Background: an optimization exercise with open tools, aiming at small area, a short achievable clock period and few clock cycles per item. Do not read the settings as production practice.
In this exercise RTL edits were held to simulation tests only and were not proved equivalent to the original.
Power is estimated from default activity; no workload was simulated.

==> run F <==
==> flow/design.v <==
`default_nettype none
module bias_relu #(
  parameter int ROWS    = 4,
  parameter int COLS    = 4,
  parameter int RELU_EN = 1
) (
  input  logic                              clk,
  input  logic                              rst,
  input  logic                              enable,
  input  logic [ROWS-1:0][COLS-1:0][31:0]   matrix_in,
  input  logic [ROWS-1:0][31:0]             bias,
  output logic [ROWS-1:0][COLS-1:0][31:0]   result,
  output logic                              busy,
  output logic                              done
);
  logic done_q;
  always_ff @(posedge clk) begin
    if (rst) done_q <= 1'b0;
    else     done_q <= enable;
  end
  assign busy = 1'b0;
  assign done = done_q;
  for (genvar i = 0; i < ROWS * COLS; i++) begin : g_elem
    logic [31:0] e, b;
    logic [32:0] sum;
    assign e = matrix_in[(i / COLS)][(i % COLS)];
    assign b = bias[(i / COLS)];
    logic [31:0] p, g;
    assign p = e ^ b;
    assign g = e & b;
    logic G0_1; logic P0_1;
    logic G0_3; logic P0_3;
    logic G0_5; logic P0_5;
    logic G0_7; logic P0_7;
    logic G0_9; logic P0_9;
    logic G0_11; logic P0_11;
    logic G0_13; logic P0_13;
    logic G0_15; logic P0_15;
    logic G0_17; logic P0_17;
    logic G0_19; logic P0_19;
    logic G0_21; logic P0_21;
    logic G0_23; logic P0_23;
    logic G0_25; logic P0_25;
    logic G0_27; logic P0_27;
    logic G0_29; logic P0_29;
    logic G0_31; logic P0_31;
    logic G1_3; logic P1_3;
    logic G1_5; logic P1_5;
    logic G1_7; logic P1_7;
    logic G1_9; logic P1_9;
    logic G1_11; logic P1_11;
    logic G1_13; logic P1_13;
    logic G1_15; logic P1_15;
    logic G1_17; logic P1_17;
    logic G1_19; logic P1_19;
    logic G1_21; logic P1_21;
    logic G1_23; logic P1_23;
    logic G1_25; logic P1_25;
    logic G1_27; logic P1_27;
    logic G1_29; logic P1_29;
    logic G1_31; logic P1_31;
    logic G2_5; logic P2_5;
    logic G2_7; logic P2_7;
    logic G2_9; logic P2_9;
    logic G2_11; logic P2_11;
    logic G2_13; logic P2_13;
    logic G2_15; logic P2_15;
    logic G2_17; logic P2_17;
    logic G2_19; logic P2_19;
    logic G2_21; logic P2_21;
    logic G2_23; logic P2_23;
    logic G2_25; logic P2_25;
    logic G2_27; logic P2_27;
    logic G2_29; logic P2_29;
    logic G2_31; logic P2_31;
    logic G3_9; logic P3_9;
    logic G3_11; logic P3_11;
    logic G3_13; logic P3_13;
    logic G3_15; logic P3_15;
    logic G3_17; logic P3_17;
    logic G3_19; logic P3_19;
    logic G3_21; logic P3_21;
    logic G3_23; logic P3_23;
    logic G3_25; logic P3_25;
    logic G3_27; logic P3_27;
    logic G3_29; logic P3_29;
    logic G3_31; logic P3_31;
    logic G4_17; logic P4_17;
    logic G4_19; logic P4_19;
    logic G4_21; logic P4_21;
    logic G4_23; logic P4_23;
    logic G4_25; logic P4_25;
    logic G4_27; logic P4_27;
    logic G4_29; logic P4_29;
    logic G4_31; logic P4_31;
    logic G5_2; logic P5_2;
    logic G5_4; logic P5_4;
    logic G5_6; logic P5_6;
    logic G5_8; logic P5_8;
    logic G5_10; logic P5_10;
    logic G5_12; logic P5_12;
    logic G5_14; logic P5_14;
    logic G5_16; logic P5_16;
    logic G5_18; logic P5_18;
    logic G5_20; logic P5_20;
    logic G5_22; logic P5_22;
    logic G5_24; logic P5_24;
    logic G5_26; logic P5_26;
    logic G5_28; logic P5_28;
    logic G5_30; logic P5_30;
    assign G0_1 = g[1] | (p[1] & g[0]);
    assign P0_1 = p[1] & p[0];
    assign G0_3 = g[3] | (p[3] & g[2]);
    assign P0_3 = p[3] & p[2];
    assign G0_5 = g[5] | (p[5] & g[4]);
    assign P0_5 = p[5] & p[4];
    assign G0_7 = g[7] | (p[7] & g[6]);
    assign P0_7 = p[7] & p[6];
    assign G0_9 = g[9] | (p[9] & g[8]);
    assign P0_9 = p[9] & p[8];
    assign G0_11 = g[11] | (p[11] & g[10]);
    assign P0_11 = p[11] & p[10];
    assign G0_13 = g[13] | (p[13] & g[12]);
    assign P0_13 = p[13] & p[12];
    assign G0_15 = g[15] | (p[15] & g[14]);
    assign P0_15 = p[15] & p[14];
    assign G0_17 = g[17] | (p[17] & g[16]);
    assign P0_17 = p[17] & p[16];
    assign G0_19 = g[19] | (p[19] & g[18]);
    assign P0_19 = p[19] & p[18];
    assign G0_21 = g[21] | (p[21] & g[20]);
    assign P0_21 = p[21] & p[20];
    assign G0_23 = g[23] | (p[23] & g[22]);
    assign P0_23 = p[23] & p[22];
    assign G0_25 = g[25] | (p[25] & g[24]);
    assign P0_25 = p[25] & p[24];
    assign G0_27 = g[27] | (p[27] & g[26]);
    assign P0_27 = p[27] & p[26];
    assign G0_29 = g[29] | (p[29] & g[28]);
    assign P0_29 = p[29] & p[28];
    assign G0_31 = g[31] | (p[31] & g[30]);
    assign P0_31 = p[31] & p[30];
    assign G1_3 = G0_3 | (P0_3 & G0_1);
    assign P1_3 = P0_3 & P0_1;
    assign G1_5 = G0_5 | (P0_5 & G0_3);
    assign P1_5 = P0_5 & P0_3;
    assign G1_7 = G0_7 | (P0_7 & G0_5);
    assign P1_7 = P0_7 & P0_5;
    assign G1_9 = G0_9 | (P0_9 & G0_7);
    assign P1_9 = P0_9 & P0_7;
    assign G1_11 = G0_11 | (P0_11 & G0_9);
    assign P1_11 = P0_11 & P0_9;
    assign G1_13 = G0_13 | (P0_13 & G0_11);
    assign P1_13 = P0_13 & P0_11;
    assign G1_15 = G0_15 | (P0_15 & G0_13);
    assign P1_15 = P0_15 & P0_13;
    assign G1_17 = G0_17 | (P0_17 & G0_15);
    assign P1_17 = P0_17 & P0_15;
    assign G1_19 = G0_19 | (P0_19 & G0_17);
    assign P1_19 = P0_19 & P0_17;
    assign G1_21 = G0_21 | (P0_21 & G0_19);
    assign P1_21 = P0_21 & P0_19;
    assign G1_23 = G0_23 | (P0_23 & G0_21);
    assign P1_23 = P0_23 & P0_21;
    assign G1_25 = G0_25 | (P0_25 & G0_23);
    assign P1_25 = P0_25 & P0_23;
    assign G1_27 = G0_27 | (P0_27 & G0_25);
    assign P1_27 = P0_27 & P0_25;
    assign G1_29 = G0_29 | (P0_29 & G0_27);
    assign P1_29 = P0_29 & P0_27;
    assign G1_31 = G0_31 | (P0_31 & G0_29);
    assign P1_31 = P0_31 & P0_29;
    assign G2_5 = G1_5 | (P1_5 & G0_1);
    assign P2_5 = P1_5 & P0_1;
    assign G2_7 = G1_7 | (P1_7 & G1_3);
    assign P2_7 = P1_7 & P1_3;
    assign G2_9 = G1_9 | (P1_9 & G1_5);
    assign P2_9 = P1_9 & P1_5;
    assign G2_11 = G1_11 | (P1_11 & G1_7);
    assign P2_11 = P1_11 & P1_7;
    assign G2_13 = G1_13 | (P1_13 & G1_9);
    assign P2_13 = P1_13 & P1_9;
    assign G2_15 = G1_15 | (P1_15 & G1_11);
    assign P2_15 = P1_15 & P1_11;
    assign G2_17 = G1_17 | (P1_17 & G1_13);
    assign P2_17 = P1_17 & P1_13;
    assign G2_19 = G1_19 | (P1_19 & G1_15);
    assign P2_19 = P1_19 & P1_15;
    assign G2_21 = G1_21 | (P1_21 & G1_17);
    assign P2_21 = P1_21 & P1_17;
    assign G2_23 = G1_23 | (P1_23 & G1_19);
    assign P2_23 = P1_23 & P1_19;
    assign G2_25 = G1_25 | (P1_25 & G1_21);
    assign P2_25 = P1_25 & P1_21;
    assign G2_27 = G1_27 | (P1_27 & G1_23);
    assign P2_27 = P1_27 & P1_23;
    assign G2_29 = G1_29 | (P1_29 & G1_25);
    assign P2_29 = P1_29 & P1_25;
    assign G2_31 = G1_31 | (P1_31 & G1_27);
    assign P2_31 = P1_31 & P1_27;
    assign G3_9 = G2_9 | (P2_9 & G0_1);
    assign P3_9 = P2_9 & P0_1;
    assign G3_11 = G2_11 | (P2_11 & G1_3);
    assign P3_11 = P2_11 & P1_3;
    assign G3_13 = G2_13 | (P2_13 & G2_5);
    assign P3_13 = P2_13 & P2_5;
    assign G3_15 = G2_15 | (P2_15 & G2_7);
    assign P3_15 = P2_15 & P2_7;
    assign G3_17 = G2_17 | (P2_17 & G2_9);
    assign P3_17 = P2_17 & P2_9;
    assign G3_19 = G2_19 | (P2_19 & G2_11);
    assign P3_19 = P2_19 & P2_11;
    assign G3_21 = G2_21 | (P2_21 & G2_13);
    assign P3_21 = P2_21 & P2_13;
    assign G3_23 = G2_23 | (P2_23 & G2_15);
    assign P3_23 = P2_23 & P2_15;
    assign G3_25 = G2_25 | (P2_25 & G2_17);
    assign P3_25 = P2_25 & P2_17;
    assign G3_27 = G2_27 | (P2_27 & G2_19);
    assign P3_27 = P2_27 & P2_19;
    assign G3_29 = G2_29 | (P2_29 & G2_21);
    assign P3_29 = P2_29 & P2_21;
    assign G3_31 = G2_31 | (P2_31 & G2_23);
    assign P3_31 = P2_31 & P2_23;
    assign G4_17 = G3_17 | (P3_17 & G0_1);
    assign P4_17 = P3_17 & P0_1;
    assign G4_19 = G3_19 | (P3_19 & G1_3);
    assign P4_19 = P3_19 & P1_3;
    assign G4_21 = G3_21 | (P3_21 & G2_5);
    assign P4_21 = P3_21 & P2_5;
    assign G4_23 = G3_23 | (P3_23 & G2_7);
    assign P4_23 = P3_23 & P2_7;
    assign G4_25 = G3_25 | (P3_25 & G3_9);
    assign P4_25 = P3_25 & P3_9;
    assign G4_27 = G3_27 | (P3_27 & G3_11);
    assign P4_27 = P3_27 & P3_11;
    assign G4_29 = G3_29 | (P3_29 & G3_13);
    assign P4_29 = P3_29 & P3_13;
    assign G4_31 = G3_31 | (P3_31 & G3_15);
    assign P4_31 = P3_31 & P3_15;
    assign G5_2 = g[2] | (p[2] & G0_1);
    assign P5_2 = p[2] & P0_1;
    assign G5_4 = g[4] | (p[4] & G1_3);
    assign P5_4 = p[4] & P1_3;
    assign G5_6 = g[6] | (p[6] & G2_5);
    assign P5_6 = p[6] & P2_5;
    assign G5_8 = g[8] | (p[8] & G2_7);
    assign P5_8 = p[8] & P2_7;
    assign G5_10 = g[10] | (p[10] & G3_9);
    assign P5_10 = p[10] & P3_9;
    assign G5_12 = g[12] | (p[12] & G3_11);
    assign P5_12 = p[12] & P3_11;
    assign G5_14 = g[14] | (p[14] & G3_13);
    assign P5_14 = p[14] & P3_13;
    assign G5_16 = g[16] | (p[16] & G3_15);
    assign P5_16 = p[16] & P3_15;
    assign G5_18 = g[18] | (p[18] & G4_17);
    assign P5_18 = p[18] & P4_17;
    assign G5_20 = g[20] | (p[20] & G4_19);
    assign P5_20 = p[20] & P4_19;
    assign G5_22 = g[22] | (p[22] & G4_21);
    assign P5_22 = p[22] & P4_21;
    assign G5_24 = g[24] | (p[24] & G4_23);
    assign P5_24 = p[24] & P4_23;
    assign G5_26 = g[26] | (p[26] & G4_25);
    assign P5_26 = p[26] & P4_25;
    assign G5_28 = g[28] | (p[28] & G4_27);
    assign P5_28 = p[28] & P4_27;
    assign G5_30 = g[30] | (p[30] & G4_29);
    assign P5_30 = p[30] & P4_29;
    logic [32:0] c;
    assign c[0] = 1'b0;
    assign c[1] = g[0];
    assign c[2] = G0_1;
    assign c[3] = G5_2;
    assign c[4] = G1_3;
    assign c[5] = G5_4;
    assign c[6] = G2_5;
    assign c[7] = G5_6;
    assign c[8] = G2_7;
    assign c[9] = G5_8;
    assign c[10] = G3_9;
    assign c[11] = G5_10;
    assign c[12] = G3_11;
    assign c[13] = G5_12;
    assign c[14] = G3_13;
    assign c[15] = G5_14;
    assign c[16] = G3_15;
    assign c[17] = G5_16;
    assign c[18] = G4_17;
    assign c[19] = G5_18;
    assign c[20] = G4_19;
    assign c[21] = G5_20;
    assign c[22] = G4_21;
    assign c[23] = G5_22;
    assign c[24] = G4_23;
    assign c[25] = G5_24;
    assign c[26] = G4_25;
    assign c[27] = G5_26;
    assign c[28] = G4_27;
    assign c[29] = G5_28;
    assign c[30] = G4_29;
    assign c[31] = G5_30;
    assign c[32] = G4_31;
    assign sum[31:0] = p ^ c[31:0];
    assign sum[32] = p[31] ^ c[32];
    logic pos, mixed, big, nonneg, ld_one, ld_keep;
    assign pos     = !e[31] && !b[31];
    assign mixed   = e[31] ^ b[31];
    assign big     = pos && c[31];
    assign nonneg  = pos || (mixed && c[31]);
    assign ld_one  = !done_q && big;
    assign ld_keep = !done_q && nonneg;
    logic [30:0] res_q;
    always_ff @(posedge clk) begin
      res_q <= ({31{done_q}} & res_q) | {31{ld_one}} | ({31{ld_keep}} & sum[30:0]);
    end
    assign result[(i / COLS)][(i % COLS)] = {1'b0, res_q};
  end
endmodule
`default_nettype wire
==> flow/flow/run.sh <==
#!/bin/bash
# Own layout flow: the standard layout (standard.sh), with
#  - synthesis through flow/synth.tcl: the standard flow's synthesis script with ABC on
#    flow/abc.script (structural mapping, no restructuring) and without the
#    full/half-adder extraction, so the RTL's adder structure is kept;
#  - the port buffers made of sky130_fd_sc_hd__buf_1 instead of the cell
#    buffer_ports picks by default.
# make's output goes to standard_make.log; ORFS keeps each step's log in
# orfs/logs/.
set -euo pipefail
export OWN_WORK=$PWD
export OWN_ABC_SCRIPT=$PWD/flow/abc.script
export BUFFER_PORTS_ARGS="-buffer_cell sky130_fd_sc_hd__buf_1"
export PLACE_PINS_ARGS="-min_distance 1 -min_distance_in_tracks"
bash standard.sh SYNTH_SCRIPT=$PWD/flow/synth.tcl ADDER_MAP_FILE= finish > standard_make.log 2>&1
==> flow/flow/abc.script <==
&get -n
&st
&dch
&nf
&put
buffer -c
topo
stime -c
upsize -c
dnsize -c
==> flow/flow/synth.tcl <==
proc abc {args} {
  set i [lsearch -exact $args -script]
  if {$i >= 0} { lset args [expr {$i + 1}] $::env(OWN_ABC_SCRIPT) }
  yosys abc {*}$args
}
source $::env(OWN_WORK)/synth_recipe.tcl
==> flow/standard.sh <==
#!/bin/bash
# synth_recipe.tcl (not shown) runs the flow's synth.tcl, then flattens the netlist and writes it again
# the make line also repeats each setting of config.mk as NAME=value (left out here)
make -C /OpenROAD-flow-scripts/flow DESIGN_CONFIG=/design/flow/config.mk WORK_HOME=/design/flow/orfs CLKGATE_MAP_FILE= SYNTH_SCRIPT=/design/flow/synth_recipe.tcl "${@:-finish}"
==> flow/config.mk <==
export PLATFORM = sky130hd
export DESIGN_NAME = bias_relu
export DESIGN_NICKNAME = bias_relu
export VERILOG_FILES = /design/flow/design.v
export SDC_FILE = /design/flow/constraint.sdc
export NUM_CORES = 4
export LEC_CHECK = 0
export CAP_MARGIN = 20
export CORE_MARGIN = 2
export CORE_UTILIZATION = 60
export PLACE_DENSITY = 0.9
export SETUP_SLACK_MARGIN = 3.0
export SLEW_MARGIN = 20
==> flow/constraint.sdc <==
create_clock -name core_clock -period 6.5 [get_ports {clk}]
set_input_delay 1.3000 -clock core_clock [delete_from_list [all_inputs] [get_ports {clk}]]
set_output_delay 1.3000 -clock core_clock [all_outputs]
set_load 0.01 [all_outputs]
==> run B (differences from run F) <==
--- a/flow/flow/run.sh
+++ b/flow/flow/run.sh
@@ -12,4 +12,3 @@
 export OWN_ABC_SCRIPT=$PWD/flow/abc.script
 export BUFFER_PORTS_ARGS="-buffer_cell sky130_fd_sc_hd__buf_1"
-export PLACE_PINS_ARGS="-min_distance 1 -min_distance_in_tracks"
 bash standard.sh SYNTH_SCRIPT=$PWD/flow/synth.tcl ADDER_MAP_FILE= finish > standard_make.log 2>&1
CORE_UTILIZATION = 35   (was 60)
PLACE_DENSITY = unset   (was 0.9)
SETUP_SLACK_MARGIN = 3.5   (was 3.0)
==> metrics.md <==
| Metric | Value |
|---|---|
| Status | timing/DRC/antenna clean |
| Drt first pass iters | 7 |
| Worst setup path startpoint | bias[69] |
| Final Power | 0.0140 W |
| Core area | 0.111 sq mm |
| P_clk | 0.00403 W |
| Net Sw Frac | 39.4% |
| Internal Power | 0.00851 W |
| Post-DP Area | 0.0453 sq mm |
| Sequential share of cell area | 17.8% |
| Routed WL per cell | 27.9 um |
| CP endpoint | g_elem[10].res_q[14] |
| Fmax | 0.308 GHz |
| Tmin final | 3.24 ns |
| Worst Path Buf+Inv | 5 |
Source of the figures above: run B

==> metrics.md <==
| Metric | Value |
|---|---|
| Routed WL per cell | 23.8 um |
| Multi-input gate share of total cell area | 60.5% |
| Post-DP Area | 0.0435 sq mm |
| Most frequent cell after synthesis | xnor2_1 |
| CP endpoint | g_elem[3].res_q[7] |
| Core area | 0.0646 sq mm |
| Setup TNS Final | 0 ns |
| Sequential share of cell area | 21.3% |
| Worst setup path startpoint | bias[11] |
| Initial antenna violation count | 98 |
| Internal Power | 0.00764 W |
| Seq/Total Area, Yosys | 25.3% |
| Share of cells above drive strength 1 | 8.08% |
| Post-route cell area | 0.0467 sq mm |
| Status | timing/DRC/antenna clean |
| Fmax | 0.287 GHz |
| Net Sw Frac | 38.7% |
Source of the figures above: run F

Testbench counts of run F, summed over its fixed seeds: cycles 3,192, items 1,600.
Testbench counts of run B, summed over its fixed seeds: cycles 3,192, items 1,600.

## separate check: timing with driven ports
The flow's constraints put no driver on any port. The routed layouts listed below were extracted and timed again, unchanged, in two steps.
Step 1 assumes that a clkbuf_16 drives the clock port and a buf_2 every other input.
Step 2 moves the port delays by t, midway between the first and last clock arrival at a register: inputs arrive t later, outputs are due t later. That takes back most of the time a late clock gives input paths.
Slacks: ideal / step 1 / step 2; pairs: ideal / step 1.
run | shift t [ns] | slack for setup (ns) | worst setup path after step 2
run F | 0.718 | 3.016 / 2.996 / 2.278 | input to register
run B | 0.700 | 3.256 / 3.231 / 2.531 | input to register
After both steps setup and hold are still met in every run listed. The setup slack of run F, which loses most, moves by -0.020 ns with the drivers and by -0.738 ns with both steps.
